Context: an optimization exercise on an open-source flow, tuned for small area, a short achievable clock period and few clock cycles per item. The choices shown serve that exercise and are no tape-out recipe. The RTL was checked by simulation tests, not by an equivalence proof against the original design.

[design/flow/design.v]
`timescale 1ns / 1ps
package sic_pkg;
	localparam int MaxSignals = 8;
	localparam int PowW = 48;
	localparam int IdW = 16;
	localparam int SumW = 56;
	typedef enum logic [1:0] {
		OP_ARRIVE = 2'd0,
		OP_DECIDE = 2'd1,
		OP_TX_START = 2'd2,
		OP_TX_END = 2'd3
	} op_t;
	typedef enum logic [3:0] {
		ST_OK = 4'd0,
		ST_ASLEEP = 4'd1,
		ST_TRANSMIT = 4'd2,
		ST_UNDECODABLE = 4'd3,
		ST_WEAK = 4'd4,
		ST_CHANNEL = 4'd5,
		ST_PERIOD = 4'd6,
		ST_MODULATION = 4'd7,
		ST_FULL = 4'd8
	} status_t;
	localparam logic [2:0] REG_SLEEP = 3'd0;
	localparam logic [2:0] REG_CHANNEL = 3'd1;
	localparam logic [2:0] REG_PERIOD = 3'd2;
	localparam logic [2:0] REG_MODULATION = 3'd3;
	localparam logic [2:0] REG_SENSITIVITY = 3'd4;
	localparam logic [2:0] REG_THRESHOLD = 3'd5;
	typedef struct packed {
		logic [IdW-1:0] id;
		logic [PowW-1:0] power;
		logic [PowW-1:0] end_time;
		logic valid;
	} entry_t;
	typedef struct packed {
		logic insert;
		logic expire;
		logic shift;
		logic [PowW-1:0] now;
		entry_t item;
	} cell_cmd_t;
endpackage
`timescale 1ns / 1ps
module sic_cell (
	input  logic clk,
	input  logic arst_n,
	input  logic cmd_insert,
	input  logic cmd_expire,
	input  logic cmd_shift,
	input  logic [sic_pkg::PowW-1:0] cmd_now,
	input  logic [sic_pkg::IdW-1:0] item_id,
	input  logic [sic_pkg::PowW-1:0] item_power,
	input  logic [sic_pkg::PowW-1:0] item_end,
	input  logic [sic_pkg::IdW-1:0] prev_id,
	input  logic [sic_pkg::PowW-1:0] prev_power,
	input  logic [sic_pkg::PowW-1:0] prev_end,
	input  logic prev_valid,
	input  logic prev_ins,
	input  logic [sic_pkg::IdW-1:0] next_id,
	input  logic [sic_pkg::PowW-1:0] next_power,
	input  logic [sic_pkg::PowW-1:0] next_end,
	input  logic next_valid,
	input  logic prev_drop,
	output logic [sic_pkg::IdW-1:0] cur_id,
	output logic [sic_pkg::PowW-1:0] cur_power,
	output logic [sic_pkg::PowW-1:0] cur_end,
	output logic cur_valid,
	output logic ins,
	output logic drop
);
	logic [sic_pkg::IdW-1:0] id_q;
	logic [sic_pkg::PowW-1:0] power_q, end_q;
	logic valid_q;
	assign cur_id = id_q;
	assign cur_power = power_q;
	assign cur_end = end_q;
	assign cur_valid = valid_q;
	assign ins = !valid_q || (power_q < item_power);
	assign drop = prev_drop || !valid_q || (cmd_now > end_q);
	always_ff @(posedge clk or negedge arst_n) begin
		if (!arst_n) begin
			id_q <= '0; power_q <= '0; end_q <= '0; valid_q <= 1'b0;
		end else if (cmd_insert) begin
			if (prev_ins) begin
				id_q <= prev_id; power_q <= prev_power; end_q <= prev_end; valid_q <= prev_valid;
			end else if (ins) begin
				id_q <= item_id; power_q <= item_power; end_q <= item_end; valid_q <= 1'b1;
			end
		end else if (cmd_expire) begin
			if (drop) begin
				id_q <= next_id; power_q <= next_power; end_q <= next_end; valid_q <= next_valid;
			end
		end else if (cmd_shift) begin
			id_q <= next_id; power_q <= next_power; end_q <= next_end; valid_q <= next_valid;
		end
	end
endmodule
`timescale 1ns / 1ps
module sic_receiver_candidate_table #(
	parameter int MAX_SIGNALS = sic_pkg::MaxSignals
) (
	input  logic clk,
	input  logic arst_n,
	input  logic in_valid,
	output logic in_stall,
	input  logic [1:0] op,
	input  logic [15:0] signal_id,
	input  logic [47:0] signal_power,
	input  logic [7:0] signal_channel,
	input  logic [19:0] signal_period,
	input  logic [7:0] signal_modulation,
	input  logic [47:0] end_time,
	input  logic [47:0] now,
	input  logic [47:0] noise_power,
	output logic out_valid,
	input  logic out_stall,
	output logic [3:0] status,
	output logic [3:0] stored_count,
	input  logic cfg_valid,
	output logic cfg_ready,
	input  logic [2:0] cfg_index,
	input  logic [47:0] cfg_data
);
	localparam int CW = $clog2(MAX_SIGNALS + 1);
	localparam int PW = sic_pkg::PowW;
	localparam int SW = sic_pkg::SumW;
	localparam int PRW = SW + 16;
	typedef enum logic [2:0] {S_IDLE, S_EXPIRE, S_SUM, S_WALK, S_TEST, S_ROT, S_DONE} state_t;
	logic sleep_q;
	logic [7:0] chan_q, mod_q;
	logic [19:0] period_q;
	logic [PW-1:0] sens_q;
	logic [15:0] thr_q;
	logic tx_q;
	logic [15:0] tx_id_q;
	state_t st_q;
	logic [CW-1:0] cnt_q, step_q;
	logic [1:0] op_q;
	logic [15:0] id_q;
	logic [PW-1:0] now_q;
	logic [PW-1:0] signal_power_q, end_q;
	logic [SW-1:0] res_q;
	logic [SW-1:0] res_next;
	logic [PW-1:0] pw_s1;
	logic [15:0] eid_s1;
	logic [PRW-1:0] prod_s1;
	logic [3:0] status_q;
	logic out_q;
	logic ins_q;
	logic cmd_insert, cmd_expire, cmd_shift;
	logic [sic_pkg::IdW-1:0] cur_id [MAX_SIGNALS];
	logic [PW-1:0] cur_power [MAX_SIGNALS];
	logic [PW-1:0] cur_end [MAX_SIGNALS];
	logic [MAX_SIGNALS-1:0] cur_valid;
	logic [MAX_SIGNALS-1:0] ins;
	logic [MAX_SIGNALS-1:0] drop;
	logic [CW-1:0] nvalid;
	assign cfg_ready = 1'b1;
	assign in_stall = (st_q != S_IDLE) || out_q;
	assign out_valid = out_q;
	assign status = status_q;
	always_comb begin
		nvalid = '0;
		for (int i = 0; i < MAX_SIGNALS; i++) nvalid = nvalid + CW'(cur_valid[i]);
	end
	assign stored_count = 4'(nvalid);
	assign res_next = res_q - SW'(cur_power[0]);
	assign cmd_insert = ins_q;
	assign cmd_expire = (st_q == S_EXPIRE);
	assign cmd_shift = (st_q == S_SUM) || (st_q == S_WALK && step_q != cnt_q)
		|| (st_q == S_ROT && step_q != CW'(MAX_SIGNALS));
	for (genvar g = 0; g < MAX_SIGNALS; g++) begin : g_cell
		logic [sic_pkg::IdW-1:0] pv_id, nx_id;
		logic [PW-1:0] pv_power, nx_power, pv_end, nx_end;
		logic pv_valid, nx_valid;
		logic pins, pdrop;
		if (g == 0) begin : g_first
			assign pv_id = '0; assign pv_power = '0; assign pv_end = '0; assign pv_valid = 1'b0;
			assign pins = 1'b0;
			assign pdrop = 1'b0;
		end else begin : g_mid
			assign pv_id = cur_id[g-1]; assign pv_power = cur_power[g-1];
			assign pv_end = cur_end[g-1]; assign pv_valid = cur_valid[g-1];
			assign pins = ins[g-1];
			assign pdrop = drop[g-1];
		end
		if (g == MAX_SIGNALS - 1) begin : g_last
			assign nx_id = cmd_shift ? cur_id[0] : '0;
			assign nx_power = cmd_shift ? cur_power[0] : '0;
			assign nx_end = cmd_shift ? cur_end[0] : '0;
			assign nx_valid = cmd_shift ? cur_valid[0] : 1'b0;
		end else begin : g_inner
			assign nx_id = cur_id[g+1]; assign nx_power = cur_power[g+1];
			assign nx_end = cur_end[g+1]; assign nx_valid = cur_valid[g+1];
		end
		sic_cell u_cell (
			.clk(clk), .arst_n(arst_n),
			.cmd_insert(cmd_insert), .cmd_expire(cmd_expire), .cmd_shift(cmd_shift),
			.cmd_now(now_q), .item_id(id_q), .item_power(signal_power_q), .item_end(end_q),
			.prev_id(pv_id), .prev_power(pv_power), .prev_end(pv_end), .prev_valid(pv_valid),
			.prev_ins(pins),
			.next_id(nx_id), .next_power(nx_power), .next_end(nx_end), .next_valid(nx_valid),
			.prev_drop(pdrop),
			.cur_id(cur_id[g]), .cur_power(cur_power[g]), .cur_end(cur_end[g]),
			.cur_valid(cur_valid[g]), .ins(ins[g]), .drop(drop[g])
		);
	end
	always_ff @(posedge clk or negedge arst_n) begin
		if (!arst_n) begin
			sleep_q <= 1'b0; chan_q <= '0; period_q <= 20'd91; mod_q <= '0;
			sens_q <= 48'd631; thr_q <= 16'd256;
		end else if (cfg_valid) begin
			case (cfg_index)
				sic_pkg::REG_SLEEP: sleep_q <= cfg_data[0];
				sic_pkg::REG_CHANNEL: chan_q <= cfg_data[7:0];
				sic_pkg::REG_PERIOD: period_q <= cfg_data[19:0];
				sic_pkg::REG_MODULATION: mod_q <= cfg_data[7:0];
				sic_pkg::REG_SENSITIVITY: sens_q <= cfg_data;
				sic_pkg::REG_THRESHOLD: thr_q <= cfg_data[15:0];
				default: ;
			endcase
		end
	end
	always_ff @(posedge clk) begin
		pw_s1 <= cur_power[0];
		eid_s1 <= cur_id[0];
		prod_s1 <= PRW'(res_next) * PRW'(thr_q);
	end
	always_ff @(posedge clk) begin
		if (!in_stall && in_valid) begin
			id_q <= signal_id; now_q <= now; signal_power_q <= signal_power;
			end_q <= end_time; res_q <= SW'(noise_power);
		end else if (st_q == S_SUM) begin
			res_q <= res_q + SW'(cur_power[0] & {PW{cur_valid[0]}});
		end else if (st_q == S_WALK) begin
			res_q <= res_next;
		end
	end
	always_ff @(posedge clk or negedge arst_n) begin
		if (!arst_n) begin
			st_q <= S_IDLE; out_q <= 1'b0; status_q <= '0; tx_q <= 1'b0;
			tx_id_q <= '0; cnt_q <= '0; step_q <= '0; op_q <= '0; ins_q <= 1'b0;
		end else begin
			if (out_q && !out_stall) out_q <= 1'b0;
			case (st_q)
				S_IDLE: if (in_valid && !in_stall) begin
					op_q <= op;
					case (op)
						sic_pkg::OP_ARRIVE: begin
							if (sleep_q) begin
								status_q <= sic_pkg::ST_ASLEEP; out_q <= 1'b1;
							end else if (tx_q) begin
								status_q <= sic_pkg::ST_TRANSMIT; out_q <= 1'b1;
							end else if (signal_power < sens_q) begin
								status_q <= sic_pkg::ST_WEAK; out_q <= 1'b1;
							end else if (signal_channel != chan_q) begin
								status_q <= sic_pkg::ST_CHANNEL; out_q <= 1'b1;
							end else if (signal_period != period_q) begin
								status_q <= sic_pkg::ST_PERIOD; out_q <= 1'b1;
							end else if (signal_modulation != mod_q) begin
								status_q <= sic_pkg::ST_MODULATION; out_q <= 1'b1;
							end else if (cur_valid[MAX_SIGNALS-1]) begin
								status_q <= sic_pkg::ST_FULL; out_q <= 1'b1;
							end else begin
								status_q <= sic_pkg::ST_OK;
								ins_q <= 1'b1; st_q <= S_DONE;
							end
						end
						sic_pkg::OP_DECIDE: begin
							if (sleep_q) begin
								status_q <= sic_pkg::ST_ASLEEP; out_q <= 1'b1;
							end else if (tx_q) begin
								status_q <= sic_pkg::ST_TRANSMIT; out_q <= 1'b1;
							end else begin
								st_q <= S_EXPIRE; step_q <= '0;
							end
						end
						sic_pkg::OP_TX_START: begin
							out_q <= 1'b1;
							if (sleep_q) status_q <= sic_pkg::ST_ASLEEP;
							else begin
								status_q <= sic_pkg::ST_OK; tx_q <= 1'b1; tx_id_q <= signal_id;
							end
						end
						default: begin
							out_q <= 1'b1; status_q <= sic_pkg::ST_OK;
							if (tx_q && tx_id_q == signal_id) tx_q <= 1'b0;
						end
					endcase
				end
				S_EXPIRE: begin
					if (step_q == CW'(MAX_SIGNALS - 1)) begin
						st_q <= S_SUM; step_q <= '0;
					end else step_q <= step_q + 1'b1;
				end
				S_SUM: begin
					if (step_q == CW'(MAX_SIGNALS - 1)) begin
						st_q <= S_WALK; step_q <= '0; cnt_q <= nvalid;
					end else step_q <= step_q + 1'b1;
				end
				S_WALK: begin
					if (step_q == cnt_q) begin
						status_q <= sic_pkg::ST_UNDECODABLE; st_q <= S_ROT;
					end else st_q <= S_TEST;
				end
				S_TEST: begin
					step_q <= step_q + 1'b1;
					if ({16'd0, pw_s1, 8'd0} < prod_s1) begin
						status_q <= sic_pkg::ST_UNDECODABLE; st_q <= S_ROT;
					end else if (eid_s1 == id_q) begin
						status_q <= sic_pkg::ST_OK; st_q <= S_ROT;
					end else st_q <= S_WALK;
				end
				S_ROT: begin
					if (step_q == CW'(MAX_SIGNALS)) begin
						out_q <= 1'b1; st_q <= S_IDLE;
					end else step_q <= step_q + 1'b1;
				end
				S_DONE: begin
					ins_q <= 1'b0;
					if (op_q == sic_pkg::OP_ARRIVE && !out_q) out_q <= 1'b1;
					if (!out_q || !out_stall) st_q <= (op_q == sic_pkg::OP_ARRIVE && !out_q)
						? S_DONE : S_IDLE;
				end
				default: st_q <= S_IDLE;
			endcase
		end
	end
endmodule
[design/flow/run.sh]
#!/bin/bash
# synth_recipe.tcl (not shown) runs the flow's synth.tcl, then flattens the netlist and writes it again
# the make line also repeats each setting of config.mk as NAME=value (left out here)
make -C /OpenROAD-flow-scripts/flow DESIGN_CONFIG=/design/flow/config.mk WORK_HOME=/design/flow/orfs CLKGATE_MAP_FILE= SYNTH_SCRIPT=/design/flow/synth_recipe.tcl finish
[design/flow/config.mk]
export PLATFORM = sky130hd
export DESIGN_NAME = sic_receiver_candidate_table
export DESIGN_NICKNAME = sic_receiver_candidate_table
export VERILOG_FILES = /design/flow/design.v
export SDC_FILE = /design/flow/constraint.sdc
export NUM_CORES = 4
export LEC_CHECK = 0
export CAP_MARGIN = 20
export CORE_MARGIN = 2
export CORE_UTILIZATION = 40
export SLEW_MARGIN = 20
[design/flow/constraint.sdc]
create_clock -name core_clock -period 12.0 [get_ports {clk}]
set_input_delay 2.4000 -clock core_clock [delete_from_list [all_inputs] [get_ports {clk}]]
set_output_delay 2.4000 -clock core_clock [all_outputs]
set_load 0.01 [all_outputs]
==> flow_summary.json <==
{
  "drt-pass1-iter-count": 5,
  "synth_seq_cells": 1393,
  "synth_warnings": 5,
  "wirelength_mm": 385,
  "fin_skew_ns": 0.101,
  "cp_common_cell": "fa_1",
  "outcome": "timing/DRC/antenna clean",
  "period_share_pct": 90.0,
  "clockBufferDepth": 4,
  "min_path_type": "flip-flop to flip-flop",
  "ant_nets": 0,
  "cp_slowest_stage_delay_ns": 0.75,
  "grt_max_degree": 235,
  "synthToLayoutAreaGrowth_pct": 10.3,
  "critPathMaxFanout": 16,
  "crit_path_start_kind": "flip-flop",
  "slew_headroom_pct": 20.7,
  "min_period_ns": 10.80,
  "grt_use_total_pct": 24.9,
  "synth_nets": 15017,
  "grt_pass1_vias": 94089,
  "grt-ovfl-total": 0,
  "drive_gt1_share_pct": 8.74,
  "cts.repair.resized": 0,
  "yosysUniqueCellTypes": 93,
  "worst_pin_slew_ns": 1.18,
  "critPathSlowestCell": "a211oi_1",
  "antenna_found_initial": 20,
  "synth-edff-count": 208,
  "holdPathStages": 0,
  "synth_area_um2": 121000,
  "arrival_ns": 11.51,
  "cp.required_ns": 12.71,
  "hold_viol": 0,
  "holdWs_ns": 0.420,
  "cap_violations": 0,
  "port_buffers": 311,
  "cts_tree": "yes",
  "final_cell_mix": "inv_1, nand2_1, ha_1, dfrtp_1, a21oi_1",
  "ys.flop_type": "dfrtp_1",
  "via_per_inst": 5.58,
  "start_util_pct": 40.1,
  "io_pins": 313,
  "worstSkewPairLatency_ns": 0.90,
  "drc": 0,
  "final_design_area_no_fill_um2": 134000,
  "dieArea_um2": 307000,
  "fmax_mhz": 92.6,
  "place_congestion": 0.936,
  "seq_area_frac_synth_pct": 29.1,
  "clock_sinks": 1393,
  "hpwl_mm": 277,
  "drt_iter0_drc": 7070,
  "core_area_um2": 302000,
  "holdBufCountCts": 0,
  "reg2reg_depth": 35,
  "vias": 94048,
  "die_h_um": 554,
  "die_w_um": 554,
  "synth.avg_cell_area_um2": 9.42,
  "placed_area_um2": 128000,
  "finalSetupTns_ns": 0,
  "netlist_instances": 12855,
  "grt_pass1_wl_mm": 591,
  "setup_viol": 0,
  "cts_max_level": 4,
  "clkSlewWorstSetupHoldPaths_ns": 0.06,
  "worstSetupEndpointType": "flip-flop",
  "ys_async_sr_fraction_pct": 74.7,
  "final_common_cell": "inv_1",
  "grt_setup_unrepaired": "no",
  "report.final.slew_viol_count": 0,
  "post_drt_wl_per_cell_um": 22.8,
  "num_rows": 202,
  "postCtsSetupBuffers": 0,
  "path_class": "flip-flop to flip-flop",
  "fin_nets": 14886,
  "root_buffer": "clkbuf_16",
  "numCtsBuffers": 177
}
-- path summary, 6_finish.rpt --
path,startpoint,end,slack [ns]
worst max-delay path,g_cell[0].u_cell.power_q[13],prod_s1[70],1.20
min in group asynchronous,arst_n,g_cell[0].u_cell.end_q[37],1.52
worst min-delay path,g_cell[0].u_cell.id_q[9],eid_s1[9],0.42
max in group asynchronous,arst_n,g_cell[0].u_cell.power_q[2],8.29
worst min register to register,g_cell[0].u_cell.id_q[9],eid_s1[9],0.42
worst max register to register,g_cell[0].u_cell.power_q[13],prod_s1[70],1.20
-- cell usage after synthesis (all sizes together) (32+ instances only) --
cell type | instances | area [um2]
buf | 168 | 892
a22oi | 39 | 293
nand2b | 46 | 288
xor2 | 102 | 893
nor2b | 72 | 450
nor3 | 66 | 330
inv | 1404 | 5270
a211oi | 164 | 1230
ha | 1100 | 13800
mux2 | 747 | 8570
xnor2 | 130 | 1140
a21oi | 922 | 4610
a21o | 436 | 3270
dfxtp | 144 | 2880
fa | 760 | 15200
nand2 | 1247 | 4680
a31oi | 48 | 307
nor2 | 823 | 3090
o21ai | 495 | 2480
o21bai | 32 | 240
edfxtp | 208 | 6250
and2 | 304 | 1900
dfrtp | 1028 | 25700
nand3 | 194 | 971
and3 | 39 | 244
mux2i | 816 | 8170
nand4 | 199 | 1240
o21a | 44 | 330
o221ai | 102 | 893
nor4 | 48 | 300
clkbuf | 618 | 2320
-- area by class of cell --
type,instances,area [um2]
Tap cell,3978,4980
Multi-Input combinational cell,9272,77600
Clock inverter,77,1020
Sequential cell,1393,35200
Inverter,1404,5280
Timing Repair Buffer,476,4490
Clock buffer,247,4970
Antenna cell,9,22.5
Fill cell,29250,168000
-- through the flow --
stage / cells / util [%] / worst slack (ns)
floorplan: 12855 / - / 3.15
global placement: 16522 / 42.2 / 1.53
detailed placement: 16522 / 42.2 / 1.45
CTS: 16846 / 44.2 / 1.36
global route: 16849 / 44.2 / 0.484
finish: 16856 / 44.2 / 1.20
-- state kept, by name (all words and copies together) (netlist names), 16 cells and up --
register,flops
g_cell.u_cell.end_q,384
thr_q,16
signal_power_q,48
period_q,20
tx_id_q,16
prod_s1,72
pw_s1,48
g_cell.u_cell.power_q,384
sens_q,48
eid_s1,16
now_q,48
res_q,56
id_q,16
end_q,48
g_cell.u_cell.id_q,128
-- metal layers --
layer	vias up	wire length, um	GRT usage (%)
li1	43772	-	-
met5	-	80	0
met1	46980	171000	34.0
met4	14	17500	10.1
met2	2664	175000	39.7
met3	618	22000	3.23
-- critical path, delay by kind of cell, from the launching register on --
family	cells	cell delay (ns)
buffers and inverters	5	0.49
flip-flops	1	0.48
AO/OA/AOI/OAI	14	4.15
XOR/XNOR	2	0.30
adder cells (fa/ha/maj)	8	3.85
AND/OR/NAND/NOR	6	1.32
-- logic make-up after synthesis --
group,after synthesis,synth area share [%]
compound gates,2502,12.9
xor+xnor,232,1.68
fa+ha+maj,1860,23.9
buf+inv,2190,7.01
flops,1393,29.1
mux,1563,13.8
other cells,1,0.00310
simple gates,3114,11.6
Testbench counts, summed over its fixed seeds: cycles 58,684, items 4,800.

==> re-timing with driven ports <==
No port has a modelled driver above. Below, the same layout with a new extraction and two added sets of constraints.
Step 1: set_driving_cell puts a clkbuf_16 on clk and a buf_2 on each other input, an assumption about the parent block.
Step 2 moves the port delays by t, midway between the first and last clock arrival at a register: inputs arrive t later, outputs are due t later. That takes back most of the time a late clock gives input paths.
Slacks: ideal ports / drivers / drivers and shift; pairs: ideal ports / drivers.
shift t [ns]: 0.955
slack for setup (ns): 1.196 / 1.196 / 1.196
hold slack, ns: 0.420 / 0.420 / 0.420
worst setup path after step 2: register to register
After both steps setup and hold are still met in this run. For this run, drivers alone change the setup slack by 0.000 ns; drivers and shift together by 0.000 ns.
